What follows belongs to an exercise in optimizing a design on an open flow for small area; a production flow would make more cautious choices. At most, simulation tests tie the RTL to the original design; equivalence was not proved. Only the layout flow was run in runs 4 and 5; the RTL was not checked for function there. No activity file was given, so power comes from the tool's default toggle rates. The flow treats the clock pin as an ideal source, which a real chip does not have.

===== design/flow/design.v =====
package bcdPkg;
	typedef logic [3:0] bcdDigitT;  
	localparam int NumDigits = 4;  
	typedef bcdDigitT [NumDigits-1:0] bcdCountT;  
	function automatic bcdCountT bcdAdd(input bcdCountT a, input bcdCountT b);
		logic [4*NumDigits-1:0] aFlat;
		logic [4*NumDigits-1:0] bFlat;
		logic [4*NumDigits-1:0] result;
		logic carry;
		logic [4:0] digitSum;
		aFlat = a;
		bFlat = b;
		result = '0;
		carry = 1'b0;
		for (int i = 0; i < NumDigits; i++) begin
			digitSum = {1'b0, aFlat[4*i +: 4]} + {1'b0, bFlat[4*i +: 4]} + {4'b0, carry};
			carry = (digitSum > 5'd9);
			if (carry) begin
				digitSum = digitSum - 5'd10;  
			end
			result[4*i +: 4] = digitSum[3:0];
		end
		bcdAdd = result;
	endfunction
endpackage
package gamePkg;
	localparam int NumMoles = 8;  
	localparam int HeightMax = 20;  
	localparam int HeightWidth = 5;
	localparam int WaitCount = 4;  
	localparam int WaitWidth = $clog2(WaitCount + 1);
	typedef logic [HeightWidth-1:0] heightT;
	localparam int StepPeriod = 2;
	localparam int WaitPeriod = 4;
	localparam int TickWidth = $clog2((StepPeriod > WaitPeriod ? StepPeriod : WaitPeriod) + 1);
	localparam int LfsrWidth = 16;  
	localparam int SlotSpacing = 60;  
	localparam int SeqLength = NumMoles * SlotSpacing;
	localparam logic [1:0] WhackIdle = 2'b00;
	localparam logic [1:0] WhackPressed = 2'b01;
	localparam logic [1:0] WhackHit = 2'b11;
	localparam logic [1:0] MoleHiding = 2'b00;
	localparam logic [1:0] MoleRising = 2'b01;
	localparam logic [1:0] MoleWaiting = 2'b11;
	localparam logic [1:0] MoleLowering = 2'b10;
endpackage
`timescale 1ns/10ps
module tickGenerator (
	input logic [1:0] count,
	output logic stepTick,
	output logic waitTick
);
	assign stepTick = count[0];
	assign waitTick = count[0] & count[1];
endmodule
`timescale 1ns/10ps
module moleScheduler (
	input logic Clock,
	input logic reset,
	input logic loadSeed,
	input logic shift,
	output logic [gamePkg::LfsrWidth-1:0] seedCount,
	output logic [gamePkg::NumMoles-1:0] riseRequest
);
	localparam int FillWidth = $clog2(gamePkg::SeqLength + 1);
	logic [gamePkg::LfsrWidth-1:0] lfsr;
	logic feedback;
	logic seeded;  
	logic [gamePkg::SeqLength-1:0] seqBits;  
	logic [FillWidth-1:0] fill;  
	always_ff @(posedge Clock or posedge reset) begin
		if (reset) begin
			seedCount <= '0;
		end else begin
			seedCount <= seedCount + 1'b1;
		end
	end
	assign feedback = lfsr[0] ^ lfsr[2] ^ lfsr[3] ^ lfsr[5];
	always_ff @(posedge Clock or posedge reset) begin
		if (reset) begin
			seeded <= 1'b0;
		end else if (loadSeed) begin
			seeded <= 1'b1;
		end
	end
	always_ff @(posedge Clock) begin
		if (loadSeed) begin
			lfsr <= seedCount;
		end else if (shift) begin
			lfsr <= {feedback, lfsr[gamePkg::LfsrWidth-1:1]};
		end
	end
	always_ff @(posedge Clock) begin
		if (shift) begin
			seqBits <= {seqBits[gamePkg::SeqLength-2:0], lfsr[0] & seeded};
		end
	end
	always_ff @(posedge Clock or posedge reset) begin
		if (reset) begin
			fill <= '0;
		end else if (shift && fill != FillWidth'(gamePkg::SeqLength)) begin
			fill <= fill + 1'b1;
		end
	end
	for (genvar k = 0; k < gamePkg::NumMoles; k++) begin : gTap
		assign riseRequest[k] = seqBits[(k + 1) * gamePkg::SlotSpacing - 1] &
			(fill >= FillWidth'((k + 1) * gamePkg::SlotSpacing));
	end
endmodule
`timescale 1ns/10ps
module whackDecoder (
	input logic Clock,
	input logic reset,
	input logic [gamePkg::NumMoles-1:0] switches,
	output logic [gamePkg::NumMoles-1:0] hit
);
	logic [gamePkg::NumMoles-1:0] pressed;
	always_ff @(posedge Clock or posedge reset) begin
		if (reset) begin
			pressed <= '0;
			hit <= '0;
		end else begin
			pressed <= switches & ~hit;
			hit <= pressed & ~switches;
		end
	end
endmodule
`timescale 1ns/10ps
module moleRiser (
	input logic Clock,
	input logic reset,
	input logic stepTick,
	input logic waitTick,
	input logic go,
	input logic hit,
	output gamePkg::heightT height,
	output logic hiding
);
	logic [1:0] state;
	gamePkg::heightT h;
	logic rising;
	logic waiting;
	logic lowering;
	logic atTop;  
	logic waitDone;  
	logic atBottom;  
	logic count;  
	logic down;  
	assign rising = (state == gamePkg::MoleRising);
	assign waiting = (state == gamePkg::MoleWaiting);
	assign lowering = (state == gamePkg::MoleLowering);
	assign hiding = (state == gamePkg::MoleHiding);
	assign atTop = h[4] & h[2];
	assign waitDone = ~h[2] & ~h[1] & ~h[0];
	assign atBottom = (h == '0);
	assign down = state[1];
	assign count = (rising & stepTick & ~atTop) | (lowering & stepTick & ~atBottom) |
		(waiting & waitTick & ~waitDone);
	logic [4:0] toggle;
	logic [4:0] hNext;
	logic [1:0] stateNext;
	always_comb begin
		toggle[0] = count;
		for (int i = 1; i < 5; i++) begin
			toggle[i] = toggle[i-1] & (h[i-1] ^ down);
		end
		hNext = h ^ toggle;
		hNext[2] = hNext[2] | (waiting & waitDone);  
		case (state)
			gamePkg::MoleHiding: stateNext = go ? gamePkg::MoleRising : state;
			gamePkg::MoleRising: stateNext = atTop ? gamePkg::MoleWaiting : state;
			gamePkg::MoleWaiting: stateNext = waitDone ? gamePkg::MoleLowering : state;
			default: stateNext = atBottom ? gamePkg::MoleHiding : state;
		endcase
	end
	always_ff @(posedge Clock or posedge reset) begin
		if (reset) begin
			state <= gamePkg::MoleHiding;
			h <= '0;
		end else begin
			state <= hit ? gamePkg::MoleHiding : stateNext;
			h <= hit ? '0 : hNext;
		end
	end
	assign height = {h[4], h[3], h[2] | waiting, h[1] & ~waiting, h[0] & ~waiting};
endmodule
`timescale 1ns/10ps
module scoreTally (
	input logic Clock,
	input logic reset,
	input logic [gamePkg::NumMoles-1:0] hit,
	input logic [gamePkg::NumMoles-1:0] hiding,
	input logic [gamePkg::NumMoles-1:0] riseRequest,
	output bcdPkg::bcdCountT totalScore,
	output bcdPkg::bcdCountT totalRise
);
	bcdCounter i_score (
		.Clock(Clock),
		.reset(reset),
		.events(hit & ~hiding),
		.total(totalScore)
	);
	bcdCounter i_rise (
		.Clock(Clock),
		.reset(reset),
		.events(riseRequest & hiding),
		.total(totalRise)
	);
endmodule
module bcdCounter (
	input logic Clock,
	input logic reset,
	input logic [gamePkg::NumMoles-1:0] events,
	output logic [15:0] total
);
	logic [4:0] ones;  
	logic carry;  
	logic [3:0] en;  
	logic [15:0] toggle;
	assign ones = 5'(total[3:0]) + 5'(events[0]) + 5'(events[1]) + 5'(events[2]) +
		5'(events[3]) + 5'(events[4]) + 5'(events[5]) + 5'(events[6]) + 5'(events[7]);
	assign carry = ones[4] | (ones[3] & (ones[2] | ones[1]));
	assign en[1] = carry;
	assign en[2] = en[1] & total[4] & total[7];
	assign en[3] = en[2] & total[8] & total[11];
	always_comb begin
		toggle = '0;
		for (int d = 1; d < 4; d++) begin
			toggle[4*d] = en[d];
			toggle[4*d+1] = en[d] & total[4*d] & ~total[4*d+3];
			toggle[4*d+2] = en[d] & total[4*d] & total[4*d+1];
			toggle[4*d+3] = en[d] & total[4*d] & (total[4*d+3] | (total[4*d+1] & total[4*d+2]));
		end
	end
	always_ff @(posedge Clock or posedge reset) begin
		if (reset) begin
			total <= '0;
		end else begin
			total[3:0] <= carry ? 4'(ones + 5'd6) : ones[3:0];
			total[15:4] <= total[15:4] ^ toggle[15:4];
		end
	end
endmodule
`timescale 1ns/10ps
module whackGame (
	input logic Clock,
	input logic reset,
	input logic [gamePkg::NumMoles-1:0] switches,
	input logic loadSeed,
	input logic shift,
	output gamePkg::heightT [gamePkg::NumMoles-1:0] moleHeights,
	output bcdPkg::bcdCountT totalScore,
	output bcdPkg::bcdCountT totalRise
);
	logic stepTick;
	logic waitTick;
	logic [gamePkg::LfsrWidth-1:0] seedCount;
	logic [gamePkg::NumMoles-1:0] riseRequest;
	logic [gamePkg::NumMoles-1:0] hit;
	logic [gamePkg::NumMoles-1:0] hiding;
	moleScheduler i_moleScheduler (
		.Clock(Clock),
		.reset(reset),
		.loadSeed(loadSeed),
		.shift(shift),
		.seedCount(seedCount),
		.riseRequest(riseRequest)
	);
	tickGenerator i_tickGenerator (
		.count(seedCount[1:0]),
		.stepTick(stepTick),
		.waitTick(waitTick)
	);
	whackDecoder i_whackDecoder (
		.Clock(Clock),
		.reset(reset),
		.switches(switches),
		.hit(hit)
	);
	for (genvar m = 0; m < gamePkg::NumMoles; m++) begin : gMole
		moleRiser i_moleRiser (
			.Clock(Clock),
			.reset(reset),
			.stepTick(stepTick),
			.waitTick(waitTick),
			.go(riseRequest[m]),
			.hit(hit[m]),
			.height(moleHeights[m]),
			.hiding(hiding[m])
		);
	end
	scoreTally i_scoreTally (
		.Clock(Clock),
		.reset(reset),
		.hit(hit),
		.hiding(hiding),
		.riseRequest(riseRequest),
		.totalScore(totalScore),
		.totalRise(totalRise)
	);
endmodule

===== design/flow/flow/run.sh =====
#!/bin/bash
# Standard synthesis and layout (standard.sh), with: every gate set to the
# smallest size of its family after floorplanning (repair_design then upsizes
# what needs it), minimum-size port buffers, and a leaner clock tree (no dummy
# loads, small leaf buffers).
set -euo pipefail
here=$(pwd)
bash standard.sh finish \
	"POST_FLOORPLAN_TCL=$here/flow/downsize.tcl" \
	"BUFFER_PORTS_ARGS=-buffer_cell sky130_fd_sc_hd__buf_1" \
	"CTS_ARGS=-sink_clustering_enable -repair_clock_nets -dont_use_dummy_load -buf_list sky130_fd_sc_hd__clkbuf_8 -root_buf sky130_fd_sc_hd__clkbuf_16 -sink_clustering_buffer sky130_fd_sc_hd__clkbuf_16 -sink_clustering_size 36 -sink_clustering_max_diameter 55" \
	> flow.log 2>&1

===== design/flow/flow/downsize.tcl =====
# Swap every standard cell to the smallest-area cell of the same family
# (same name up to the drive-strength suffix, so same function and pins).
# repair_design later upsizes whatever then violates slew or capacitance.
set db [ord::get_db]
set dont_use {}
if { [info exists ::env(DONT_USE_CELLS)] } { set dont_use $::env(DONT_USE_CELLS) }
set best [dict create]
foreach lib [$db getLibs] {
  foreach m [$lib getMasters] {
    set name [$m getName]
    if { ![regexp {^(sky130_fd_sc_hd__.+)_(\d+)$} $name -> base drive] } { continue }
    set skip 0
    foreach p $dont_use { if { [string match $p $name] } { set skip 1 } }
    if { $skip } { continue }
    set a [expr { [$m getWidth] * [$m getHeight] }]
    if { ![dict exists $best $base] || $a < [lindex [dict get $best $base] 1] } {
      dict set best $base [list $m $a]
    }
  }
}
set swapped 0
foreach inst [[ord::get_db_block] getInsts] {
  set m [$inst getMaster]
  if { [$inst isFixed] } { continue }
  if { ![regexp {^(sky130_fd_sc_hd__.+)_(\d+)$} [$m getName] -> base drive] } { continue }
  if { [regexp {^sky130_fd_sc_hd__(df|edf|sdf|dl|tap|fill|decap|conb)} [$m getName]] } { continue }
  if { ![dict exists $best $base] } { continue }
  set nm [lindex [dict get $best $base] 0]
  if { [$nm getName] ne [$m getName] } {
    $inst swapMaster $nm
    incr swapped
  }
}
puts "downsize: swapped $swapped instances"

===== design/flow/standard.sh =====
#!/bin/bash
# synth_recipe.tcl (not shown) runs the flow's synth.tcl, then flattens the netlist and writes it again
# the make line also repeats each setting of config.mk as NAME=value (left out here)
make -C /OpenROAD-flow-scripts/flow DESIGN_CONFIG=/design/flow/config.mk WORK_HOME=/design/flow/orfs CLKGATE_MAP_FILE= SYNTH_SCRIPT=/design/flow/synth_recipe.tcl "${@:-finish}"

===== design/flow/config.mk =====
export PLATFORM = sky130hd
export DESIGN_NAME = whackGame
export DESIGN_NICKNAME = whackGame
export VERILOG_FILES = /design/flow/design.v
export SDC_FILE = /design/flow/constraint.sdc
export NUM_CORES = 4
export LEC_CHECK = 0
export CAP_MARGIN = 20
export CORE_MARGIN = 2
export CORE_UTILIZATION = 65
export SLEW_MARGIN = 20

===== design/flow/constraint.sdc =====
create_clock -name core_clock -period 30.0 [get_ports {Clock}]
set_input_delay 6.0000 -clock core_clock [delete_from_list [all_inputs] [get_ports {Clock}]]
set_output_delay 6.0000 -clock core_clock [all_outputs]
set_load 0.01 [all_outputs]

==> results of run 1 <==
-- worst max path at each step --
stage / from / end / slack (ps) / depth (start not counted)
3_5_place_dp: shift / i_moleScheduler.seqBits[315]$_DFFE_PP_ / 21140 / 3
4_1_cts: shift / i_moleScheduler.seqBits[318]$_DFFE_PP_ / 21760 / 3
3_3_place_gp: shift / i_moleScheduler.seqBits[315]$_DFFE_PP_ / 21210 / 3
5_1_grt: shift / i_moleScheduler.seqBits[400]$_DFFE_PP_ / 21540 / 3
2_1_floorplan: reset / gMole[0].i_moleRiser.h[0]$_DFF_PP0_ / 20530 / 1
6_report: shift / i_moleScheduler.seqBits[400]$_DFFE_PP_ / 21770 / 3
-- sequential cells by signal (all words and copies together) (netlist names) --
| register | cells |
|---|---|
| i_whackDecoder.hit | 8 |
| i_scoreTally.i_score.total | 16 |
| i_moleScheduler.fill | 9 |
| i_whackDecoder.pressed | 8 |
| gMole.i_moleRiser.state | 16 |
| i_moleScheduler.seqBits | 480 |
| i_moleScheduler.lfsr | 16 |
| i_moleScheduler.seeded | 1 |
| gMole.i_moleRiser.h | 40 |
| i_scoreTally.i_rise.total | 16 |
| i_moleScheduler.seedCount | 16 |
-- stage by stage --
stage               std cells  hold slack (ps)  instance area (um2)   util  worst slack (ps)
finish                   1811              386                24100  0.701             21770
global placement         1771              400                23100  0.671             21210
floorplan                1285              400                22600      -             20530
CTS                      1811              381                24100  0.701             21760
global route             1811              378                24100  0.701             21540
detailed placement       1771              405                23100  0.671             21140
-- routing by layer --
| metal | track usage | routed length, um |
|---|---|---|
| met1 | 0.303 | 16400 |
| met2 | 0.252 | 13700 |
| met3 | 0.0346 | 1500 |
| met4 | 0.0462 | 707 |
| met5 | 0 | 0 |
-- critical path, delay by kind of cell --
| family | cells | cell delay (ps) |
|---|---|---|
| buf+inv | 3 | 2270 |
-- cell families after synthesis --
kind of cell | share of synthesized area
compound gates | 0.0535
xor+xnor | 0.0233
fa+ha+maj | 0.0227
buf+inv | 0.0176
flops | 0.804
mux | 0.0133
simple gates | 0.0651
-- report_power, final --
part           switching [mW]  internal (mW)
Combinational          0.0920         0.0620
Sequential             0.0419           1.01
Clock                   0.245          0.237
Total                   0.379           1.31
-- layout make-up --
type | instances | area [um2] | area share
timing repair buffer | 90 | 380 | 0.0158
inverter | 23 | 91.3 | 0.00379
multi-input combinational | 577 | 3890 | 0.162
tap | 455 | 569 | 0.0236
clock buffer | 40 | 1000 | 0.0416
sequential | 626 | 18100 | 0.754
-- synthesized netlist by cell type (6+ instances only) --
| master | instances |
|---|---|
| sky130_fd_sc_hd__clkbuf_1 | 20 |
| sky130_fd_sc_hd__buf_4 | 17 |
| sky130_fd_sc_hd__nand2_1 | 58 |
| sky130_fd_sc_hd__a32oi_2 | 6 |
| sky130_fd_sc_hd__xor2_1 | 15 |
| sky130_fd_sc_hd__o21ai_0 | 42 |
| sky130_fd_sc_hd__or3_1 | 32 |
| sky130_fd_sc_hd__a21oi_1 | 51 |
| sky130_fd_sc_hd__ha_1 | 25 |
| sky130_fd_sc_hd__dfrtp_1 | 130 |
| sky130_fd_sc_hd__a31oi_1 | 12 |
| sky130_fd_sc_hd__nand3_1 | 20 |
| sky130_fd_sc_hd__mux2_2 | 23 |
| sky130_fd_sc_hd__o21a_1 | 9 |
| sky130_fd_sc_hd__nor2b_1 | 22 |
| sky130_fd_sc_hd__o41ai_1 | 10 |
| sky130_fd_sc_hd__nand2b_1 | 23 |
| sky130_fd_sc_hd__nand4_1 | 6 |
| sky130_fd_sc_hd__nand3b_1 | 7 |
| sky130_fd_sc_hd__inv_1 | 22 |
| sky130_fd_sc_hd__buf_2 | 21 |
| sky130_fd_sc_hd__nor3_1 | 8 |
| sky130_fd_sc_hd__fa_1 | 10 |
| sky130_fd_sc_hd__o21ai_1 | 10 |
| sky130_fd_sc_hd__edfxtp_1 | 496 |
| sky130_fd_sc_hd__xnor2_1 | 45 |
| sky130_fd_sc_hd__a211oi_1 | 6 |
| sky130_fd_sc_hd__and2_1 | 29 |
| sky130_fd_sc_hd__nor2_1 | 53 |
-- placed cells by master (no fill, tap or decap), types with 9 or more instances in the layout --
| master | count |
|---|---|
| sky130_fd_sc_hd__nand2_1 | 58 |
| sky130_fd_sc_hd__edfxtp_1 | 496 |
| sky130_fd_sc_hd__dfrtp_1 | 130 |
| sky130_fd_sc_hd__nor2b_1 | 22 |
| sky130_fd_sc_hd__inv_1 | 22 |
| sky130_fd_sc_hd__a21oi_1 | 52 |
| sky130_fd_sc_hd__mux2_1 | 23 |
| sky130_fd_sc_hd__o41ai_1 | 10 |
| sky130_fd_sc_hd__ha_1 | 25 |
| sky130_fd_sc_hd__clkbuf_16 | 40 |
| sky130_fd_sc_hd__buf_1 | 82 |
| sky130_fd_sc_hd__a31oi_1 | 13 |
| sky130_fd_sc_hd__nor2_1 | 53 |
| sky130_fd_sc_hd__or3_1 | 34 |
| sky130_fd_sc_hd__o21a_1 | 9 |
| sky130_fd_sc_hd__nand3_1 | 20 |
| sky130_fd_sc_hd__and2_0 | 29 |
| sky130_fd_sc_hd__fa_1 | 10 |
| sky130_fd_sc_hd__o21ai_0 | 52 |
| sky130_fd_sc_hd__nand2b_1 | 23 |
| sky130_fd_sc_hd__xor2_1 | 15 |
| sky130_fd_sc_hd__xnor2_1 | 45 |
==> flow_metrics.tcl, run 1 <==
set metrics [dict create \
    min_path_cells 0 \
    timing_worst_setup_path_type "in -> reg" \
    synth-warning-count 4 \
    area_of_the_mapped_netlist_um2 22600 \
    cap_violations 0 \
    r2r_cells 23 \
    cellPowerDensity_nw_per_um2 70.0 \
    count_of_unresolved_drc_violations_after_routing 0 \
    avgRoutedWirePerCell_um 17.8 \
    dp.final_hpwl_mm 18.8 \
    power_leakage_nw 8.62 \
    dr.first_iter.drc_count 905 \
    clock_skew_ps 55.4 \
    synthTopCellsByArea "sky130_fd_sc_hd__edfxtp_1 66%, sky130_fd_sc_hd__dfrtp_1 14%, sky130_fd_sc_hd__xnor2_1 1.7%, sky130_fd_sc_hd__ha_1 1.4%, sky130_fd_sc_hd__mux2_2 1.1%" \
    unrepaired_setup_endpoints_after_global_routing "false" \
    synth_largest_type_area_fraction 0.660 \
    die_area_um2 36200 \
    synth_fp_nets 1332 \
    max_clock_freq_mhz 122 \
    r2r-start "i_moleScheduler.fill[4]$_DFFE_PP0P_" \
    syn_inst 1285 \
    dr_total_vias 10200 \
    tritoncts_num_sinks 626 \
    cts_repair_resize_count 0 \
    slowest_stage "sky130_fd_sc_hd__buf_4" \
    fin_crit_sh 0.274 \
    holdBufCountCts 0 \
    initial_utilization 0.656 \
    post_cts_setup_buffers 0 \
    detail_route.wirelength_mm 32.3 \
    worst_path_most_repeated_cell "sky130_fd_sc_hd__buf_4" \
    share_of_synthesized_area_occupied_by_flip_flops_and_latches 0.804 \
    hold_path.class "reg -> reg" \
    timing.setup.tns_ps 0 \
    tritoncts "yes" \
    core_area_um2 34400 \
    setup-violations-final 0 \
    grt_first_pass_wirelength_mm 51.8 \
    register_clock_pin_slew_on_the_reported_worst_setup_and_hold_paths_ps 90 \
    min_cycle_time_layout_ps 8230 \
    filler_cell_count 2257 \
    synth_top_cell_by_area "sky130_fd_sc_hd__edfxtp_1" \
    cp_data_arrival_time_ps 8380 \
    ant_nets 0 \
    die_height_um 190 \
    total_power_mw 1.68 \
    flip_flop_and_latch_count_after_synthesis 626 \
    timing.rr.end "i_scoreTally.i_rise.total[15]$_DFF_PP0_" \
    async_reset_ff_frac 0.208 \
    timing.critical_path.slowest_cell_delay_ps 900 \
    drv_slew 0 \
    path_cells "clkbuf_4 > buf_4 > buf_4" \
    timing.reg2reg.setup_slack_ps 23110 \
    crit_path_start_kind "input port" \
    floorplan.rows 68 \
    clkLatencyLatePin_ps 550 \
    io_buffers 83 \
    worst_slew_margin_relative_to_its_limit 0.321 \
    design.final.nets 1405 \
    postSynth.topFlopCell "sky130_fd_sc_hd__edfxtp_1" \
    synth-edff-count 496 \
    ctsLongestPathBuffers 3 \
    syn-mean-instance-area_um2 17.6 \
    end_kind "flop" \
    number_of_buffers_inserted_during_clock_tree_synthesis 40 \
    vdd_drop_max_mv 0.0656 \
    syn_to_final_growth_pct 6.76 \
    gp_congestion 0.820 \
    antenna_found_initial 0 \
    synthDistinctLibCells 56 \
    hold-path-endpoint "i_moleScheduler.seqBits[361]$_DFFE_PP_" \
    clockRootBuffer "sky130_fd_sc_hd__clkbuf_16" \
    worst_slew_pin_slew_ps 1020 \
    first_global_vias 9768 \
    ioPinCount 84 \
    chipWidth_um 190 \
    groute.usage.overall 0.183 \
    hold_path.startpoint "i_moleScheduler.seqBits[360]$_DFFE_PP_" \
    critical_path_required_ps 30150 \
    antenna_cells 0 \
    final_hold_viol_count 0 \
    detail_route.vias_per_cell 5.62 \
    critical_path_peak_fanout 88 \
    first_pass_iters 5 \
    status "finished clean" \
    grt.overflow.total 0 \
    drive_gt1_frac 0.0361 \
    h-tree-depth 2 \
    grt_max_degree 199 \
]
==> run 2, diff against run 1 <==
==> design/flow/flow/run.sh (replaced) <==
#!/bin/bash
# Standard synthesis and layout (standard.sh), with: every gate set to the
# smallest size of its family after floorplanning (repair_design then upsizes
# what needs it), minimum-size port buffers, and a leaner clock tree (no dummy
# loads, small leaf buffers).
set -euo pipefail
here=$(pwd)
bash standard.sh finish \
	"POST_FLOORPLAN_TCL=$here/flow/downsize.tcl" \
	"BUFFER_PORTS_ARGS=-buffer_cell sky130_fd_sc_hd__buf_1" \
	"CTS_ARGS=-sink_clustering_enable -repair_clock_nets -dont_use_dummy_load -buf_list sky130_fd_sc_hd__clkbuf_8 -root_buf sky130_fd_sc_hd__clkbuf_16 -sink_clustering_buffer sky130_fd_sc_hd__clkbuf_16 -sink_clustering_size 30 -sink_clustering_max_diameter 100" \
	> flow.log 2>&1
==> flow_metrics.tcl, run 2 <==
set metrics [dict create \
    timing_worst_setup_path_type "in -> reg" \
    synth_fp_nets 1332 \
    fin_crit_sh 0.273 \
    dp.final_hpwl_mm 18.8 \
    multi_input_logic_area_um2 3890 \
    vdd_drop_max_mv 0.0442 \
    count_of_unresolved_drc_violations_after_routing 0 \
    ioPinCount 84 \
    floorplan.rows 68 \
    async_reset_ff_frac 0.208 \
    tritoncts_num_sinks 626 \
    grt.overflow.total 0 \
    power_leakage_nw 8.43 \
    io_buffers 83 \
    slowest_stage "sky130_fd_sc_hd__buf_4" \
    avgRoutedWirePerCell_um 17.9 \
    worst_slew_margin_relative_to_its_limit 0.322 \
    synth_largest_type_area_fraction 0.660 \
    worst_path_most_repeated_cell "sky130_fd_sc_hd__buf_4" \
    most_common_cell_after_layout_fill_and_taps_aside "sky130_fd_sc_hd__edfxtp_1" \
    yosys-top-cells-count "496 x sky130_fd_sc_hd__edfxtp_1, 130 x sky130_fd_sc_hd__dfrtp_1, 58 x sky130_fd_sc_hd__nand2_1" \
    cts_repair_resize_count 0 \
    hold_path.class "reg -> reg" \
    area_of_the_mapped_netlist_um2 22600 \
    largest_registers "i_moleScheduler.seqBits (480), gMole.i_moleRiser.h (40)" \
    path_cells "clkbuf_4 > buf_4 > buf_4" \
    first_global_vias 9613 \
    layout.cells.most_common_list "496 x sky130_fd_sc_hd__edfxtp_1, 130 x sky130_fd_sc_hd__dfrtp_1, 82 x sky130_fd_sc_hd__buf_1, 58 x sky130_fd_sc_hd__nand2_1, 53 x sky130_fd_sc_hd__nor2_1" \
    clock_skew_ps 56.9 \
    critical_path_peak_fanout 88 \
    h-tree-depth 1 \
    number_of_buffers_inserted_during_clock_tree_synthesis 24 \
    cp_data_arrival_time_ps 8390 \
    final_design_area_excluding_fillers_um2 23700 \
    crit_path_start_kind "input port" \
    antenna_found_initial 0 \
    dr.first_iter.drc_count 891 \
    status "finished clean" \
    ant_nets 0 \
    timing.critical_path.slowest_cell_delay_ps 900 \
    cellPowerDensity_nw_per_um2 66.4 \
    grt_first_pass_wirelength_mm 51.3 \
    clkLatencyLatePin_ps 570 \
    initial_utilization 0.656 \
    detail_route.vias_per_cell 5.61 \
    gp_congestion 0.820 \
    syn-mean-instance-area_um2 17.6 \
    register_clock_pin_slew_on_the_reported_worst_setup_and_hold_paths_ps 100 \
    synth-warning-count 4 \
    flip_flop_and_latch_count_after_synthesis 626 \
    end_kind "flop" \
    chipWidth_um 190 \
    grt_max_degree 199 \
    syn_inst 1285 \
    die_area_um2 36200 \
    post_cts_setup_buffers 0 \
    timing.setup.tns_ps 0 \
    cap_violations 0 \
    synthTopCellsByArea "sky130_fd_sc_hd__edfxtp_1 66%, sky130_fd_sc_hd__dfrtp_1 14%, sky130_fd_sc_hd__xnor2_1 1.7%, sky130_fd_sc_hd__ha_1 1.4%, sky130_fd_sc_hd__mux2_2 1.1%" \
    dr_total_vias 10100 \
    syn_to_final_growth_pct 4.98 \
    seq_area_um2 18100 \
    holdBufCountCts 0 \
    drv_slew 0 \
    synthDistinctLibCells 56 \
    filler_cell_count 2302 \
    drive_gt1_frac 0.0246 \
    synth_top_cell_by_area "sky130_fd_sc_hd__edfxtp_1" \
    first_pass_iters 5 \
    min_cycle_time_layout_ps 8190 \
    core_area_um2 34400 \
    yosysMostFrequentCell "sky130_fd_sc_hd__edfxtp_1" \
    number_of_flip_flops_in_the_largest_register 480 \
    die_height_um 190 \
    clockRootBuffer "sky130_fd_sc_hd__clkbuf_16" \
    detail_route.wirelength_mm 32.2 \
    worst_slew_pin_slew_ps 1020 \
    ctsLongestPathBuffers 3 \
    placed_instance_area_um2 23100 \
    unrepaired_setup_endpoints_after_global_routing "false" \
    setup-violations-final 0 \
    fin_hold_ws_ps 393 \
    synth-edff-count 496 \
    tritoncts "yes" \
    antenna_cells 0 \
    largest_register "i_moleScheduler.seqBits" \
    critical_path_required_ps 30200 \
    groute.usage.overall 0.180 \
    design.final.nets 1389 \
    share_of_synthesized_area_occupied_by_flip_flops_and_latches 0.804 \
    max_clock_freq_mhz 122 \
    final_hold_viol_count 0 \
    postSynth.topFlopCell "sky130_fd_sc_hd__edfxtp_1" \
]
==> run 2: cell counts after synthesis <==
No cell type changed its count.
==> run 2: where the power goes <==
part	total [mW]	switching, mW	internal [mW]
logic	0.154	0.0916	0.0619
clock network	0.371	0.226	0.145
registers	1.05	0.0420	1.01
==> run 2: final cells by class <==
cell class | count | area share
flip-flops and latches | 626 | 0.766
multi-input cells | 577 | 0.164
clock buffers | 24 | 0.0254
well taps | 455 | 0.0240
repair buffers | 90 | 0.0161
inverters | 23 | 0.00386
==> run 2: logic make-up after synthesis <==
family / synth area share
AOI/OAI and AO/OA: 0.0535
xor gates and xnor gates: 0.0233
adders and majority gates: 0.0227
buffers and inverters: 0.0176
DFF: 0.804
muxes: 0.0133
and+or+nand+nor: 0.0651
==> run 2: critical path: cells and delay by family <==
| family | cells | cell delay [ps] |
|---|---|---|
| buf+inv | 3 | 2280 |
==> run 2: layer usage <==
metal / vias up / global-route usage / share of wire
li1: 4820 / - / -
met1: 5074 / 0.303 / 0.51
met2: 149 / 0.254 / 0.43
met3: 34 / 0.0289 / 0.043
met4: 0 / 0.0349 / 0.014
met5: - / 0 / 0
==> run 2: worst paths after layout <==
check | startpoint | to | cells after the start | slack (ps)
max | shift | i_moleScheduler.seqBits[38]$_DFFE_PP_ | 3 | 21810
max in group asynchronous | reset | i_whackDecoder.hit[4]$_DFF_PP0_ | 3 | 23090
max reg2reg | i_moleScheduler.fill[5]$_DFFE_PP0P_ | i_scoreTally.i_rise.total[15]$_DFF_PP0_ | 23 | 23130
min | i_moleScheduler.seqBits[298]$_DFFE_PP_ | i_moleScheduler.seqBits[299]$_DFFE_PP_ | 0 | 390
min reg2reg | i_moleScheduler.seqBits[298]$_DFFE_PP_ | i_moleScheduler.seqBits[299]$_DFFE_PP_ | 0 | 390
min in group asynchronous | reset | i_scoreTally.i_rise.total[15]$_DFF_PP0_ | 2 | 5450
==> run 2: through the flow <==
| step | setup slack, ps | std cells | total power, mW | util |
|---|---|---|---|---|
| detailed placement | 21140 | 1771 | 1.22 | 0.671 |
| finish | 21810 | 1795 | 1.57 | 0.689 |
| global placement | 21210 | 1771 | 1.22 | 0.671 |
| global route | 21610 | 1795 | 1.64 | 0.689 |
| CTS | 21810 | 1795 | 1.59 | 0.689 |
| floorplan | 20530 | 1285 | 1.16 | - |
==> run 3, diff against run 2 <==
==> design/flow/flow/run.sh (replaced) <==
#!/bin/bash
# Standard synthesis and layout (standard.sh), with: every gate set to the
# smallest size of its family after floorplanning (repair_design then upsizes
# what needs it), minimum-size port buffers, and a leaner clock tree (no dummy
# loads, small leaf buffers).
set -euo pipefail
here=$(pwd)
bash standard.sh finish \
	"POST_FLOORPLAN_TCL=$here/flow/downsize.tcl" \
	"BUFFER_PORTS_ARGS=-buffer_cell sky130_fd_sc_hd__buf_1" \
	"CTS_ARGS=-sink_clustering_enable -repair_clock_nets -dont_use_dummy_load -buf_list sky130_fd_sc_hd__clkbuf_8 -root_buf sky130_fd_sc_hd__clkbuf_16 -sink_clustering_buffer sky130_fd_sc_hd__clkbuf_16 -sink_clustering_size 32 -sink_clustering_max_diameter 140" \
	> flow.log 2>&1
==> flow_metrics.tcl, run 3 <==
set metrics [dict create \
    setup-violations-final 0 \
    timing.critical_path.slowest_cell_delay_ps 890 \
    placed_instance_area_um2 23100 \
    initial_utilization 0.656 \
    yosysMostFrequentCell "sky130_fd_sc_hd__edfxtp_1" \
    muxShareOfSynthArea 0.0133 \
    post_synthesis_share_of_cell_area_spent_on_xor_and_xnor_gates 0.0233 \
    finalCoreUtilization 0.688 \
    synth_top_cell_by_area "sky130_fd_sc_hd__edfxtp_1" \
    yosys-top-cells-count "496 x sky130_fd_sc_hd__edfxtp_1, 130 x sky130_fd_sc_hd__dfrtp_1, 58 x sky130_fd_sc_hd__nand2_1" \
    dp.final_hpwl_mm 18.8 \
    ctsLongestPathBuffers 3 \
    gp_congestion 0.820 \
    detail_route.vias_per_cell 5.62 \
    drive_gt1_frac 0.0239 \
    hold_path.class "reg -> reg" \
    final_design_area_excluding_fillers_um2 23700 \
    antenna_found_initial 0 \
    fin_crit_sh 0.272 \
    layout.cells.most_common_list "496 x sky130_fd_sc_hd__edfxtp_1, 130 x sky130_fd_sc_hd__dfrtp_1, 82 x sky130_fd_sc_hd__buf_1, 58 x sky130_fd_sc_hd__nand2_1, 53 x sky130_fd_sc_hd__nor2_1" \
    detail_route.wirelength_mm 32.1 \
    share_of_synthesized_area_occupied_by_flip_flops_and_latches 0.804 \
    dr.first_iter.drc_count 921 \
    first_pass_iters 5 \
    synthTopCellsByArea "sky130_fd_sc_hd__edfxtp_1 66%, sky130_fd_sc_hd__dfrtp_1 14%, sky130_fd_sc_hd__xnor2_1 1.7%, sky130_fd_sc_hd__ha_1 1.4%, sky130_fd_sc_hd__mux2_2 1.1%" \
    slowest_stage "sky130_fd_sc_hd__buf_4" \
    count_of_unresolved_drc_violations_after_routing 0 \
    clockRootBuffer "sky130_fd_sc_hd__clkbuf_16" \
    tritoncts "yes" \
    max_clock_freq_mhz 122 \
    path_cells "clkbuf_4 > buf_4 > buf_4" \
    avgRoutedWirePerCell_um 17.9 \
    power_leakage_nw 8.41 \
    chipWidth_um 190 \
    crit_path_start_kind "input port" \
    hold_path.startpoint "i_moleScheduler.seqBits[34]$_DFFE_PP_" \
    placement.setup.worst_slack_ps 21140 \
    status "finished clean" \
    drv_slew 0 \
    syn-mean-instance-area_um2 17.6 \
    critical_path_required_ps 30200 \
    antenna_cells 0 \
    clkLatencyLatePin_ps 570 \
    holdBufCountCts 0 \
    dr_total_vias 10100 \
    grt_max_degree 199 \
    fin_hold_ws_ps 385 \
    postSynth.topFlopCell "sky130_fd_sc_hd__edfxtp_1" \
    synthesized_area_fraction_occupied_by_ao_oa_aoi_and_oai_cells 0.0535 \
    critical_path_peak_fanout 88 \
    most_common_cell_after_layout_fill_and_taps_aside "sky130_fd_sc_hd__edfxtp_1" \
    worst_path_most_repeated_cell "sky130_fd_sc_hd__buf_4" \
    timing.reg2reg.setup_slack_ps 23140 \
    io_buffers 83 \
    synth-warning-count 4 \
    yosys.area_share.simple 0.0651 \
    timing_worst_setup_path_type "in -> reg" \
    cellPowerDensity_nw_per_um2 66.1 \
    global_route.usage.met2 0.256 \
    vdd_drop_max_mv 0.0523 \
    tritoncts_num_sinks 626 \
    flip_flop_and_latch_count_after_synthesis 626 \
    grt_first_pass_wirelength_mm 51.5 \
    design.final.nets 1388 \
    core_area_um2 34400 \
    syn_to_final_growth_pct 4.87 \
    grt.overflow.total 0 \
    worst_slew_pin_slew_ps 1030 \
    clock_skew_ps 55.1 \
    synthDistinctLibCells 56 \
    finalWorstSetupSlack_ps 21830 \
    met3_usage 0.0296 \
    syn_inst 1285 \
    timing.setup.tns_ps 0 \
    end_kind "flop" \
    number_of_buffers_inserted_during_clock_tree_synthesis 23 \
    unrepaired_setup_endpoints_after_global_routing "false" \
    post_cts_setup_buffers 0 \
    final_instance_count_without_filler_cells 1794 \
    async_reset_ff_frac 0.208 \
    die_height_um 190 \
    r2r-start "i_moleScheduler.fill[5]$_DFFE_PP0P_" \
    largest_register "i_moleScheduler.seqBits" \
    number_of_flip_flops_in_the_largest_register 480 \
    groute.usage.overall 0.180 \
    grt_most_used_layer "met1" \
    largest_registers "i_moleScheduler.seqBits (480), gMole.i_moleRiser.h (40)" \
    cap_violations 0 \
    final_hold_viol_count 0 \
    ioPinCount 84 \
    worst_slew_margin_relative_to_its_limit 0.314 \
    synth_largest_type_area_fraction 0.660 \
    synth_fa_ha_area_frac 0.0227 \
    register_clock_pin_slew_on_the_reported_worst_setup_and_hold_paths_ps 110 \
    die_area_um2 36200 \
    h-tree-depth 1 \
    synth_fp_nets 1332 \
    floorplan.rows 68 \
    synth_top_family_by_area "simple AND/OR/NAND/NOR gates" \
    timing.critical_path.from "shift" \
    min_cycle_time_layout_ps 8170 \
    filler_cell_count 2300 \
    met1_usage 0.302 \
    cts_repair_resize_count 0 \
    synth-edff-count 496 \
    first_global_vias 9593 \
    total_power_mw 1.56 \
    placed_insts 1771 \
    area_of_the_mapped_netlist_um2 22600 \
    ant_nets 0 \
    cp_data_arrival_time_ps 8370 \
]
run 3: cells by family after synthesis:
| family | count (synthesis) |
|---|---|
| AOI/OAI and AO/OA | 177 |
| xor gates and xnor gates | 60 |
| adders and majority gates | 35 |
| buffers and inverters | 82 |
| DFF | 626 |
| muxes | 27 |
| and+or+nand+nor | 278 |
run 3: power breakdown:
| group | internal (mW) | switching (mW) |
|---|---|---|
| Combinational | 0.0620 | 0.0916 |
| Clock | 0.139 | 0.224 |
| Sequential | 1.01 | 0.0417 |
| Total | 1.21 | 0.357 |
run 3: routing by layer:
metal	up-vias	part of all wire	wire, um
li1	4830	-	-
met1	5052	0.51	16300
met2	162	0.43	13900
met3	33	0.043	1400
met4	0	0.014	463
met5	-	0	0
run 3: worst paths after layout:
check / endpoint / cells after the start
worst min register to register: i_moleScheduler.seqBits[35]$_DFFE_PP_ / 0
worst max-delay path: i_moleScheduler.seqBits[400]$_DFFE_PP_ / 3
min in group asynchronous: i_scoreTally.i_rise.total[12]$_DFF_PP0_ / 2
worst max register to register: i_scoreTally.i_rise.total[15]$_DFF_PP0_ / 23
max in group asynchronous: gMole[4].i_moleRiser.h[2]$_DFF_PP0_ / 3
worst min-delay path: i_moleScheduler.seqBits[35]$_DFFE_PP_ / 0
run 3: cell type report:
class	count	area [um2]	area share
tap	455	569	0.0241
multi-input combinational	577	3890	0.165
timing repair buffer	90	380	0.0161
inverter	23	91.3	0.00386
sequential	626	18100	0.767
clock buffer	23	576	0.0243
run 3: worst max-delay path: cells and delay by family:
| family | cells | cell delay [ps] |
|---|---|---|
| buf+inv | 3 | 2280 |
==> run 4, diff against run 3 <==
--- a/design/flow/design.v
+++ b/design/flow/design.v
@@ -218,6 +218,21 @@
 	logic [3:0] en;  
 	logic [15:0] toggle;
-	assign ones = 5'(total[3:0]) + 5'(events[0]) + 5'(events[1]) + 5'(events[2]) +
-		5'(events[3]) + 5'(events[4]) + 5'(events[5]) + 5'(events[6]) + 5'(events[7]);
+	logic [1:0] f0;
+	logic [1:0] f1;
+	logic [1:0] f2;
+	logic [1:0] f3;
+	logic [1:0] f4;
+	logic [1:0] f5;
+	logic [1:0] f6;
+	logic [1:0] h7;
+	assign f0 = 2'(events[0]) + 2'(events[1]) + 2'(events[2]);
+	assign f1 = 2'(events[3]) + 2'(events[4]) + 2'(events[5]);
+	assign f2 = 2'(events[6]) + 2'(events[7]) + 2'(total[0]);
+	assign f3 = 2'(f0[0]) + 2'(f1[0]) + 2'(f2[0]);
+	assign f4 = 2'(f0[1]) + 2'(f1[1]) + 2'(f2[1]);
+	assign f5 = 2'(f3[1]) + 2'(total[1]) + 2'(f4[0]);
+	assign f6 = 2'(f4[1]) + 2'(f5[1]) + 2'(total[2]);
+	assign h7 = 2'(f6[1]) + 2'(total[3]);
+	assign ones = {h7[1], h7[0], f6[0], f5[0], f3[0]};
 	assign carry = ones[4] | (ones[3] & (ones[2] | ones[1]));
 	assign en[1] = carry;
==> design/flow/flow/run.sh (replaced) <==
#!/bin/bash
# Standard synthesis and layout (standard.sh), with: every gate set to the
# smallest size of its family after floorplanning (repair_design then upsizes
# what needs it), minimum-size port buffers, and a leaner clock tree (no dummy
# loads, small leaf buffers).
set -euo pipefail
here=$(pwd)
bash standard.sh finish \
	"POST_FLOORPLAN_TCL=$here/flow/downsize.tcl" \
	"BUFFER_PORTS_ARGS=-buffer_cell sky130_fd_sc_hd__buf_1" \
	"CTS_ARGS=-sink_clustering_enable -repair_clock_nets -dont_use_dummy_load -buf_list sky130_fd_sc_hd__clkbuf_16 -root_buf sky130_fd_sc_hd__clkbuf_16 -sink_clustering_buffer sky130_fd_sc_hd__clkbuf_16 -sink_clustering_size 34 -sink_clustering_max_diameter 140" \
	> flow.log 2>&1
==> flow_metrics.tcl, run 4 <==
set metrics [dict create \
    setup-violations-final 0 \
    hold-path-endpoint "i_moleScheduler.seqBits[223]$_DFFE_PP_" \
    count_of_unresolved_drc_violations_after_routing 0 \
    multi_input_logic_area_um2 3810 \
    min_path_cells 0 \
    antenna_cells 0 \
    groute.usage.overall 0.181 \
    clock_skew_ps 43.5 \
    finalWorstSetupSlack_ps 22060 \
    yosysMostFrequentCell "sky130_fd_sc_hd__edfxtp_1" \
    flip_flop_and_latch_count_after_synthesis 626 \
    timing.critical_path.slowest_cell_delay_ps 870 \
    tritoncts_num_sinks 626 \
    largest_registers "i_moleScheduler.seqBits (480), gMole.i_moleRiser.h (40)" \
    post_cts_setup_buffers 0 \
    min_cycle_time_layout_ps 7940 \
    synth_largest_type_area_fraction 0.662 \
    synth-warning-count 4 \
    drive_gt1_frac 0.0231 \
    cellPowerDensity_nw_per_um2 60.2 \
    placed_insts 1772 \
    die_height_um 190 \
    gp_congestion 0.748 \
    timing.rr.end "i_scoreTally.i_rise.total[15]$_DFF_PP0_" \
    dr_total_vias 10100 \
    ioPinCount 84 \
    ctsLongestPathBuffers 3 \
    timing.critical_path.max_delay_family "buffers and inverters" \
    clkLatencyLatePin_ps 570 \
    hold_path.startpoint "i_moleScheduler.seqBits[222]$_DFFE_PP_" \
    final_instance_count_without_filler_cells 1795 \
    status "finished clean" \
    grt_first_pass_wirelength_mm 51.4 \
    number_of_flip_flops_in_the_largest_register 480 \
    worst_slew_margin_relative_to_its_limit 0.291 \
    max_clock_freq_mhz 126 \
    timing_worst_setup_path_type "in -> reg" \
    antenna_found_initial 1 \
    core_area_um2 34300 \
    internal-power_mw 1.14 \
    syn_to_final_growth_pct 4.93 \
    synthTopCellsByArea "sky130_fd_sc_hd__edfxtp_1 66%, sky130_fd_sc_hd__dfrtp_1 14%, sky130_fd_sc_hd__xnor2_1 1.7%, sky130_fd_sc_hd__fa_1 1.3%, sky130_fd_sc_hd__a21oi_1 1.2%" \
    ant_nets 0 \
    floorplan.rows 68 \
    detail_route.wirelength_mm 32.0 \
    synth_fp_nets 1335 \
    drv_slew 0 \
    r2r_cells 21 \
    layout.cells.most_common_list "496 x sky130_fd_sc_hd__edfxtp_1, 130 x sky130_fd_sc_hd__dfrtp_1, 82 x sky130_fd_sc_hd__buf_1, 68 x sky130_fd_sc_hd__nand2_1, 55 x sky130_fd_sc_hd__a21oi_1" \
    most_common_cell_after_layout_fill_and_taps_aside "sky130_fd_sc_hd__edfxtp_1" \
    cap_violations 0 \
    end_kind "flop" \
    r2r-start "i_moleScheduler.fill[4]$_DFFE_PP0P_" \
    netSwitchingPower_mw 0.282 \
    pwr-share-seq 0.714 \
    area_of_the_mapped_netlist_um2 22500 \
    critical_path_required_ps 30160 \
    clockRootBuffer "sky130_fd_sc_hd__clkbuf_16" \
    cp_num_buf_inv 4 \
    cts_repair_resize_count 0 \
    largest_register "i_moleScheduler.seqBits" \
    first_pass_iters 5 \
    crit_path_start_kind "input port" \
    path_cells "clkbuf_4 > buf_12 > buf_16 > buf_4" \
    total_power_mw 1.42 \
    timing.reg2reg.setup_slack_ps 24890 \
    dp.final_hpwl_mm 18.7 \
    yosys-top-cells-count "496 x sky130_fd_sc_hd__edfxtp_1, 130 x sky130_fd_sc_hd__dfrtp_1, 68 x sky130_fd_sc_hd__nand2_1" \
    synth-edff-count 496 \
    synthDistinctLibCells 65 \
    fin_crit_sh 0.265 \
    placement.setup.worst_slack_ps 21470 \
    dr.first_iter.drc_count 764 \
    vdd_drop_max_mv 0.0503 \
    final_hold_viol_count 0 \
    number_of_buffers_inserted_during_clock_tree_synthesis 22 \
    cp_data_arrival_time_ps 8110 \
    power_leakage_nw 8.44 \
    io_buffers 83 \
    comb_power_share 0.035 \
    tritoncts "yes" \
    synth_top_cell_by_area "sky130_fd_sc_hd__edfxtp_1" \
    timing.setup.tns_ps 0 \
    first_global_vias 9585 \
    fraction_of_power_spent_switching_nets 0.199 \
    h-tree-depth 1 \
    grt_max_degree 223 \
    seq_area_um2 18100 \
    register_clock_pin_slew_on_the_reported_worst_setup_and_hold_paths_ps 110 \
    detail_route.vias_per_cell 5.61 \
    syn-mean-instance-area_um2 17.4 \
    postSynth.topFlopCell "sky130_fd_sc_hd__edfxtp_1" \
    slowest_stage "sky130_fd_sc_hd__buf_4" \
    die_area_um2 36100 \
    async_reset_ff_frac 0.208 \
    critical_path_peak_fanout 117 \
    holdBufCountCts 0 \
    grt.overflow.total 0 \
    hold_path.class "reg -> reg" \
    filler_cell_count 2248 \
    worst_slew_pin_slew_ps 1060 \
    unrepaired_setup_endpoints_after_global_routing "false" \
    share_of_synthesized_area_occupied_by_flip_flops_and_latches 0.806 \
    initial_utilization 0.656 \
    chipWidth_um 190 \
    syn_inst 1294 \
    design.final.nets 1383 \
    avgRoutedWirePerCell_um 17.8 \
    clockPowerShare 0.251 \
]
[run 4: logic make-up after synthesis]
logic type	count (synthesis)	synth area share
muxes	24	0.0118
adders and majority gates	29	0.0211
and+or+nand+nor	280	0.0656
DFF	626	0.806
buffers and inverters	103	0.0211
AOI/OAI and AO/OA	173	0.0512
xor gates and xnor gates	59	0.0230
[run 4: worst reg2reg max path, cell delays in order (launching register included)]
cell                       delay [ps]
sky130_fd_sc_hd__dfrtp_1          540
sky130_fd_sc_hd__o211a_1          200
sky130_fd_sc_hd__o21a_1           100
sky130_fd_sc_hd__o21ai_0          130
sky130_fd_sc_hd__or3_1            400
sky130_fd_sc_hd__fa_1             430
sky130_fd_sc_hd__fa_1             520
sky130_fd_sc_hd__inv_1             70
sky130_fd_sc_hd__fa_1             370
sky130_fd_sc_hd__fa_1             470
sky130_fd_sc_hd__inv_1            100
sky130_fd_sc_hd__ha_1             140
sky130_fd_sc_hd__inv_1             40
sky130_fd_sc_hd__a21oi_1          290
sky130_fd_sc_hd__inv_1             80
sky130_fd_sc_hd__ha_1             220
sky130_fd_sc_hd__and2_0           140
sky130_fd_sc_hd__ha_1             220
sky130_fd_sc_hd__and2_0           160
sky130_fd_sc_hd__ha_1             210
sky130_fd_sc_hd__nand2b_1         110
sky130_fd_sc_hd__o21ai_0           90
[run 4: cell type report]
cell class | instances | share of cell area
Sequential cell | 626 | 0.768
Multi-Input combinational cell | 565 | 0.161
Tap cell | 455 | 0.0241
Clock buffer | 22 | 0.0233
Timing Repair Buffer | 90 | 0.0170
Inverter | 37 | 0.00609
[run 4: power by group through the flow]
stage | registers, mW | logic, mW | clock network, mW
floorplan | 1.02 | 0.0373 | 0
global placement | 1.03 | 0.0483 | 0
detailed placement | 1.03 | 0.0498 | 0
CTS | 1.02 | 0.0499 | 0.373
global route | 1.02 | 0.0565 | 0.400
finish | 1.02 | 0.0492 | 0.357
[run 4: metrics by stage]
| stage | hold WS [ps] | util | cell area [um2] |
|---|---|---|---|
| floorplan | 400 | - | 22500 |
| global placement | 401 | 0.672 | 23000 |
| detailed placement | 405 | 0.672 | 23000 |
| CTS | 370 | 0.688 | 23600 |
| global route | 364 | 0.689 | 23600 |
| finish | 375 | 0.689 | 23600 |
[run 4: worst max path at each step]
stage	start	end	slack (ps)	cells after the start
after floorplan	reset	gMole[0].i_moleRiser.h[0]$_DFF_PP0_	20530	1
after global placement	shift	i_moleScheduler.seqBits[123]$_DFFE_PP_	21540	3
after detailed placement	shift	i_moleScheduler.seqBits[123]$_DFFE_PP_	21470	3
after CTS	shift	i_moleScheduler.seqBits[244]$_DFFE_PP_	22110	3
after global routing	shift	i_moleScheduler.seqBits[244]$_DFFE_PP_	21860	4
final	shift	i_moleScheduler.seqBits[174]$_DFFE_PP_	22060	4
[run 4: routing by layer]
| metal | global-route usage | wire length, um | share of wire | up-vias |
|---|---|---|---|---|
| met5 | 0 | 0 | 0 | - |
| met4 | 0.0322 | 441 | 0.014 | 0 |
| met3 | 0.0352 | 1750 | 0.055 | 33 |
| met2 | 0.262 | 13900 | 0.44 | 183 |
| met1 | 0.296 | 15900 | 0.50 | 5059 |
| li1 | - | - | - | 4786 |
==> run 5, diff against run 4 <==
==> design/flow/flow/run.sh (replaced) <==
#!/bin/bash
# Standard synthesis and layout (standard.sh), with: every gate set to the
# smallest size of its family after floorplanning (repair_design then upsizes
# what needs it), minimum-size port buffers, and a leaner clock tree (no dummy
# loads, small leaf buffers).
set -euo pipefail
here=$(pwd)
bash standard.sh finish \
	"POST_FLOORPLAN_TCL=$here/flow/downsize.tcl" \
	"BUFFER_PORTS_ARGS=-buffer_cell sky130_fd_sc_hd__buf_1" \
	"CTS_ARGS=-sink_clustering_enable -repair_clock_nets -dont_use_dummy_load -buf_list sky130_fd_sc_hd__clkbuf_8 -root_buf sky130_fd_sc_hd__clkbuf_16 -sink_clustering_buffer sky130_fd_sc_hd__clkbuf_16 -sink_clustering_size 28 -sink_clustering_max_diameter 200" \
	> flow.log 2>&1
==> flow_metrics.tcl, run 5 <==
set metrics [dict create \
    cap_violations 0 \
    timing.setup.tns_ps 0 \
    most_common_cell_after_layout_fill_and_taps_aside "sky130_fd_sc_hd__edfxtp_1" \
    holdBufCountCts 0 \
    avgRoutedWirePerCell_um 18.0 \
    grt_max_degree 223 \
    tritoncts "yes" \
    number_of_buffers_inserted_during_clock_tree_synthesis 26 \
    register_clock_pin_slew_on_the_reported_worst_setup_and_hold_paths_ps 90 \
    unrepaired_setup_endpoints_after_global_routing "false" \
    synth_largest_type_area_fraction 0.662 \
    critical_path_required_ps 30120 \
    syn-mean-instance-area_um2 17.4 \
    vdd_drop_max_mv 0.0486 \
    detail_route.vias_per_cell 5.58 \
    cellPowerDensity_nw_per_um2 61.1 \
    share_of_synthesized_area_occupied_by_flip_flops_and_latches 0.806 \
    timing_worst_setup_path_type "in -> reg" \
    dr.first_iter.drc_count 744 \
    cp_data_arrival_time_ps 8040 \
    timing.critical_path.slowest_cell_delay_ps 860 \
    crit_path_start_kind "input port" \
    clkLatencyLatePin_ps 590 \
    ctsLongestPathBuffers 3 \
    grt_first_pass_wirelength_mm 52.0 \
    syn_to_final_growth_pct 5.37 \
    async_reset_ff_frac 0.208 \
    min_cycle_time_layout_ps 7910 \
    io_buffers 83 \
    worst_slew_margin_relative_to_its_limit 0.295 \
    design.final.nets 1387 \
    largest_register "i_moleScheduler.seqBits" \
    h-tree-depth 1 \
    status "finished clean" \
    clockRootBuffer "sky130_fd_sc_hd__clkbuf_16" \
    clock_skew_ps 47.8 \
    ant_nets 0 \
    hold_path.class "reg -> reg" \
    groute.usage.overall 0.183 \
    total_power_mw 1.45 \
    post_cts_setup_buffers 0 \
    initial_utilization 0.656 \
    number_of_flip_flops_in_the_largest_register 480 \
    cts_repair_resize_count 0 \
    grt.overflow.total 0 \
    finalCoreUtilization 0.692 \
    chipWidth_um 190 \
    max_clock_freq_mhz 126 \
    dr_total_vias 10000 \
    count_of_unresolved_drc_violations_after_routing 0 \
    first_global_vias 9604 \
    syn_inst 1294 \
    setup-violations-final 0 \
    die_height_um 190 \
    postSynth.topFlopCell "sky130_fd_sc_hd__edfxtp_1" \
    largest_registers "i_moleScheduler.seqBits (480), gMole.i_moleRiser.h (40)" \
    ioPinCount 84 \
    synth-warning-count 4 \
    worst_slew_pin_slew_ps 1060 \
    floorplan.rows 68 \
    tritoncts_num_sinks 626 \
    antenna_cells 0 \
    die_area_um2 36100 \
    gp_congestion 0.748 \
    end_kind "flop" \
    layout.cells.most_common_list "496 x sky130_fd_sc_hd__edfxtp_1, 130 x sky130_fd_sc_hd__dfrtp_1, 82 x sky130_fd_sc_hd__buf_1, 68 x sky130_fd_sc_hd__nand2_1, 55 x sky130_fd_sc_hd__a21oi_1" \
    yosys-top-cells-count "496 x sky130_fd_sc_hd__edfxtp_1, 130 x sky130_fd_sc_hd__dfrtp_1, 68 x sky130_fd_sc_hd__nand2_1" \
    drv_slew 0 \
    synthTopCellsByArea "sky130_fd_sc_hd__edfxtp_1 66%, sky130_fd_sc_hd__dfrtp_1 14%, sky130_fd_sc_hd__xnor2_1 1.7%, sky130_fd_sc_hd__fa_1 1.3%, sky130_fd_sc_hd__a21oi_1 1.2%" \
    synth_top_cell_by_area "sky130_fd_sc_hd__edfxtp_1" \
    drive_gt1_frac 0.0260 \
    detail_route.wirelength_mm 32.3 \
    yosysMostFrequentCell "sky130_fd_sc_hd__edfxtp_1" \
    dp.final_hpwl_mm 18.7 \
    first_pass_iters 5 \
    critical_path_peak_fanout 124 \
    synthDistinctLibCells 65 \
    antenna_found_initial 1 \
    final_hold_viol_count 0 \
    synth-edff-count 496 \
    filler_cell_count 2241 \
    power_leakage_nw 8.49 \
    area_of_the_mapped_netlist_um2 22500 \
    flip_flop_and_latch_count_after_synthesis 626 \
    slowest_stage "sky130_fd_sc_hd__buf_4" \
    fin_crit_sh 0.264 \
    synth_fp_nets 1335 \
    core_area_um2 34300 \
    path_cells "clkbuf_4 > buf_12 > buf_16 > buf_4" \
]
run 5: metal layers:
metal / GRT usage / vias to the layer above / part of all wire
met1: 0.300 / 5052 / 0.50
met5: 0 / - / 0
met2: 0.262 / 142 / 0.43
met4: 0.0420 / 0 / 0.022
met3: 0.0319 / 40 / 0.043
li1: - / 4800 / -
run 5: area by class of cell:
cell class	count	area [um2]	area share
clock buffers	26	651	0.0274
inverters	37	144	0.00607
multi-input cells	565	3810	0.160
flip-flops and latches	626	18100	0.765
well taps	455	569	0.0240
repair buffers	90	400	0.0169
run 5: critical path: cells and delay by family:
family | cells | cell delay [ps]
buffers and inverters | 4 | 1890
run 5: report_power, final:
| part | total (mW) | internal (mW) | switching, mW |
|---|---|---|---|
| Sequential | 1.02 | 0.990 | 0.0256 |
| Clock | 0.385 | 0.155 | 0.229 |
| Combinational | 0.0490 | 0.0160 | 0.0330 |
run 5: through the flow:
step                cell area (um2)  hold slack, ps  setup slack [ps]  instances
finish                        23700             373             22090       1799
CTS                           23700             372             22120       1798
global placement              23000             401             21540       1772
global route                  23700             376             21850       1799
floorplan                     22500             400             20530       1294
detailed placement            23000             405             21470       1772
run 5: final timing paths:
check                                                       start                                       end  slack (ps)  cells after the start
max                                                         shift     i_moleScheduler.seqBits[23]$_DFFE_PP_       22090                      4
min                        i_moleScheduler.seqBits[273]$_DFFE_PP_    i_moleScheduler.seqBits[274]$_DFFE_PP_         370                      0
max reg2reg                   i_moleScheduler.fill[6]$_DFFE_PP0P_   i_scoreTally.i_rise.total[15]$_DFF_PP0_       24820                     22
min reg2reg                i_moleScheduler.seqBits[273]$_DFFE_PP_    i_moleScheduler.seqBits[274]$_DFFE_PP_         370                      0
max in group asynchronous                                   reset       gMole[4].i_moleRiser.h[1]$_DFF_PP0_       23180                      3
min in group asynchronous                                   reset  i_scoreTally.i_score.total[12]$_DFF_PP0_        5550                      2
run 5: kinds of logic after synthesis:
| group | after synthesis | share of synthesized area |
|---|---|---|
| flops | 626 | 0.806 |
| simple gates | 280 | 0.0656 |
| compound gates | 173 | 0.0512 |
| buf+inv | 103 | 0.0211 |
| xor+xnor | 59 | 0.0230 |
| fa+ha+maj | 29 | 0.0211 |
| mux | 24 | 0.0118 |
==> run 6, diff against run 5 <==
--- a/design/flow/design.v
+++ b/design/flow/design.v
@@ -226,12 +226,12 @@
 	logic [1:0] f6;
 	logic [1:0] h7;
-	assign f0 = 2'(events[0]) + 2'(events[1]) + 2'(events[2]);
-	assign f1 = 2'(events[3]) + 2'(events[4]) + 2'(events[5]);
-	assign f2 = 2'(events[6]) + 2'(events[7]) + 2'(total[0]);
-	assign f3 = 2'(f0[0]) + 2'(f1[0]) + 2'(f2[0]);
-	assign f4 = 2'(f0[1]) + 2'(f1[1]) + 2'(f2[1]);
-	assign f5 = 2'(f3[1]) + 2'(total[1]) + 2'(f4[0]);
-	assign f6 = 2'(f4[1]) + 2'(f5[1]) + 2'(total[2]);
-	assign h7 = 2'(f6[1]) + 2'(total[3]);
+	assign f0 = {(events[0] & events[1]) | (events[0] & events[2]) | (events[1] & events[2]), events[0] ^ events[1] ^ events[2]};
+	assign f1 = {(events[3] & events[4]) | (events[3] & events[5]) | (events[4] & events[5]), events[3] ^ events[4] ^ events[5]};
+	assign f2 = {(events[6] & events[7]) | (events[6] & total[0]) | (events[7] & total[0]), events[6] ^ events[7] ^ total[0]};
+	assign f3 = {(f0[0] & f1[0]) | (f0[0] & f2[0]) | (f1[0] & f2[0]), f0[0] ^ f1[0] ^ f2[0]};
+	assign f4 = {(f0[1] & f1[1]) | (f0[1] & f2[1]) | (f1[1] & f2[1]), f0[1] ^ f1[1] ^ f2[1]};
+	assign f5 = {(f3[1] & total[1]) | (f3[1] & f4[0]) | (total[1] & f4[0]), f3[1] ^ total[1] ^ f4[0]};
+	assign f6 = {(f4[1] & f5[1]) | (f4[1] & total[2]) | (f5[1] & total[2]), f4[1] ^ f5[1] ^ total[2]};
+	assign h7 = {f6[1] & total[3], f6[1] ^ total[3]};
 	assign ones = {h7[1], h7[0], f6[0], f5[0], f3[0]};
 	assign carry = ones[4] | (ones[3] & (ones[2] | ones[1]));
==> flow_metrics.tcl, run 6 <==
set metrics [dict create \
    status "finished clean" \
    register_clock_pin_slew_on_the_reported_worst_setup_and_hold_paths_ps 90 \
    antenna_found_initial 0 \
    timing_worst_setup_path_type "in -> reg" \
    dr_total_vias 9962 \
    postSynth.topFlopCell "sky130_fd_sc_hd__edfxtp_1" \
    ctsLongestPathBuffers 3 \
    initial_utilization 0.654 \
    cap_violations 0 \
    synth_top_cell_by_area "sky130_fd_sc_hd__edfxtp_1" \
    fin_hold_ws_ps 376 \
    number_of_flip_flops_in_the_largest_register 480 \
    synthDistinctLibCells 61 \
    worst_path_most_repeated_cell "sky130_fd_sc_hd__buf_4" \
    synthTopCellsByArea "sky130_fd_sc_hd__edfxtp_1 66%, sky130_fd_sc_hd__dfrtp_1 15%, sky130_fd_sc_hd__xnor2_1 1.5%, sky130_fd_sc_hd__fa_1 1.3%, sky130_fd_sc_hd__a21oi_1 1.2%" \
    first_pass_iters 5 \
    area_of_the_mapped_netlist_um2 22400 \
    post_synthesis_share_of_cell_area_spent_on_xor_and_xnor_gates 0.0219 \
    groute.usage.overall 0.180 \
    critical_path_peak_fanout 88 \
    timing.setup.tns_ps 0 \
    grt_first_pass_wirelength_mm 51.0 \
    max_clock_freq_mhz 122 \
    die_height_um 190 \
    flip_flop_and_latch_count_after_synthesis 626 \
    ant_nets 0 \
    avgRoutedWirePerCell_um 17.7 \
    placed_insts 1755 \
    fraction_of_power_spent_switching_nets 0.198 \
    grt.overflow.total 0 \
    synth_top_family_by_area "simple AND/OR/NAND/NOR gates" \
    multi_input_logic_area_um2 3750 \
    vdd_drop_max_mv 0.0429 \
    dr.first_iter.drc_count 718 \
    critical_path_required_ps 30180 \
    holdBufCountCts 0 \
    fin_crit_sh 0.272 \
    cp_data_arrival_time_ps 8340 \
    internal-power_mw 1.16 \
    detail_route.vias_per_cell 5.59 \
    syn-mean-instance-area_um2 17.7 \
    yosys-top-cells-count "496 x sky130_fd_sc_hd__edfxtp_1, 130 x sky130_fd_sc_hd__dfrtp_1, 58 x sky130_fd_sc_hd__nand2_1" \
    antenna_cells 0 \
    clockRootBuffer "sky130_fd_sc_hd__clkbuf_16" \
    crit_path_start_kind "input port" \
    slowest_stage "sky130_fd_sc_hd__buf_4" \
    final_instance_count_without_filler_cells 1781 \
    path_cells "clkbuf_4 > buf_4 > buf_4" \
    first_global_vias 9346 \
    min_cycle_time_layout_ps 8160 \
    synth-warning-count 4 \
    synth_fa_ha_area_frac 0.0212 \
    grt_max_degree 183 \
    cellPowerDensity_nw_per_um2 61.3 \
    synthesized_area_fraction_occupied_by_ao_oa_aoi_and_oai_cells 0.0524 \
    drv_slew 0 \
    finalCoreUtilization 0.689 \
    floorplan.rows 68 \
    tritoncts "yes" \
    tritoncts_num_sinks 626 \
    synth_fp_nets 1312 \
    synth_largest_type_area_fraction 0.664 \
    largest_registers "i_moleScheduler.seqBits (480), gMole.i_moleRiser.h (40)" \
    hold_path.class "reg -> reg" \
    dp.final_hpwl_mm 18.3 \
    io_buffers 83 \
    number_of_buffers_inserted_during_clock_tree_synthesis 26 \
    clkLatencyLatePin_ps 550 \
    ioPinCount 84 \
    async_reset_ff_frac 0.208 \
    filler_cell_count 2249 \
    pwr-share-seq 0.702 \
    power_leakage_nw 8.46 \
    muxShareOfSynthArea 0.0135 \
    timing.critical_path.slowest_cell_delay_ps 940 \
    h-tree-depth 1 \
    yosys.area_share.simple 0.0629 \
    chipWidth_um 190 \
    unrepaired_setup_endpoints_after_global_routing "false" \
    final_hold_viol_count 0 \
    cts_repair_resize_count 0 \
    comb_power_share 0.032 \
    syn_to_final_growth_pct 5.25 \
    gp_congestion 0.766 \
    count_of_unresolved_drc_violations_after_routing 0 \
    worst_slew_pin_slew_ps 1050 \
    synth-edff-count 496 \
    share_of_synthesized_area_occupied_by_flip_flops_and_latches 0.809 \
    core_area_um2 34300 \
    largest_register "i_moleScheduler.seqBits" \
    layout.cells.most_common_list "496 x sky130_fd_sc_hd__edfxtp_1, 130 x sky130_fd_sc_hd__dfrtp_1, 82 x sky130_fd_sc_hd__buf_1, 58 x sky130_fd_sc_hd__nand2_1" \
    syn_inst 1271 \
    worst_slew_margin_relative_to_its_limit 0.300 \
    netSwitchingPower_mw 0.286 \
    end_kind "flop" \
    design.final.nets 1369 \
    post_cts_setup_buffers 0 \
    detail_route.wirelength_mm 31.5 \
    most_common_cell_after_layout_fill_and_taps_aside "sky130_fd_sc_hd__edfxtp_1" \
    yosysMostFrequentCell "sky130_fd_sc_hd__edfxtp_1" \
    drive_gt1_frac 0.0256 \
    clockPowerShare 0.266 \
    setup-violations-final 0 \
    die_area_um2 36000 \
    seq_area_um2 18100 \
    clock_skew_ps 39.7 \
]
-- run 6: critical path, delay by kind of cell --
kind | cells | cell delay, ps
buffers and inverters | 3 | 2200
-- run 6: final timing paths --
kind,from,endpoint,slack (ps),cells after the start
max in group asynchronous,reset,gMole[7].i_moleRiser.h[1]$_DFF_PP0_,23190,3
min in group asynchronous,reset,i_scoreTally.i_rise.total[8]$_DFF_PP0_,5520,2
worst max register to register,i_moleScheduler.fill[4]$_DFFE_PP0P_,i_scoreTally.i_rise.total[15]$_DFF_PP0_,24380,21
worst max-delay path,shift,i_moleScheduler.seqBits[272]$_DFFE_PP_,21840,3
worst min-delay path,i_moleScheduler.seqBits[25]$_DFFE_PP_,i_moleScheduler.seqBits[26]$_DFFE_PP_,380,0
worst min register to register,i_moleScheduler.seqBits[25]$_DFFE_PP_,i_moleScheduler.seqBits[26]$_DFFE_PP_,380,0
-- run 6: cell type report --
class	count	area share
timing repair buffer	89	0.0160
multi-input combinational	554	0.159
clock buffer	26	0.0276
inverter	31	0.00514
sequential	626	0.769
tap	455	0.0241
-- run 6: routing by layer --
| metal | vias to the layer above | wire, um | track usage | part of all wire |
|---|---|---|---|---|
| li1 | 4759 | - | - | - |
| met1 | 5002 | 16100 | 0.307 | 0.51 |
| met3 | 35 | 1350 | 0.0299 | 0.043 |
| met4 | 0 | 560 | 0.0370 | 0.018 |
| met2 | 166 | 13500 | 0.247 | 0.43 |
| met5 | - | 0 | 0 | 0 |
-- run 6: power by group through the flow --
stage	sequential [mW]	clock, mW	combinational (mW)
floorplan	1.02	0	0.0377
global placement	1.03	0	0.0463
detailed placement	1.03	0	0.0474
CTS	1.02	0.402	0.0476
global route	1.02	0.429	0.0538
finish	1.01	0.385	0.0469
-- run 6: kinds of logic (layout without fill, tap and decap cells) --
logic type | count (synthesis) | in the layout
adders and majority gates | 29 | 29
and+or+nand+nor | 271 | 271
muxes | 27 | 27
AOI/OAI and AO/OA | 171 | 171
DFF | 626 | 626
buffers and inverters | 91 | 146
xor gates and xnor gates | 56 | 56
-- run 6: stage by stage --
| step | cell area, um2 | worst slack (ps) | total power, mW |
|---|---|---|---|
| 3_3_place_gp | 23000 | 21260 | 1.08 |
| 2_1_floorplan | 22400 | 20530 | 1.05 |
| 4_1_cts | 23600 | 21840 | 1.47 |
| 3_5_place_dp | 23000 | 21190 | 1.08 |
| 5_1_grt | 23600 | 21630 | 1.50 |
| 6_report | 23600 | 21840 | 1.45 |

==> afterwards: timing with drivers on the ports <==
How much do the figures lean on ideal ports? The routed layouts below were timed once more, with nothing changed but the port constraints. Step 1 sets driving cells, clkbuf_16 on the clock port and buf_2 on the other inputs (assumed; they add their load-dependent delay and slew). Step 2 also shifts input and output timing later by t, the mid clock arrival at the registers, as if the neighbouring blocks saw the same clock. a / b / c = ideal / step 1 / step 2; a / b = the first two.
run | t, ns | setup slack, ns
run 1 | 0.580 | 21.772 / 21.789 / 21.209
run 2 | 0.601 | 21.810 / 21.827 / 21.226
run 3 | 0.597 | 21.834 / 21.847 / 21.251
run 4 | 0.603 | 22.056 / 22.085 / 21.482
run 5 | 0.597 | 22.088 / 22.114 / 21.517
run 6 | 0.587 | 21.835 / 21.859 / 21.273
After both steps setup and hold are still met in every run listed.
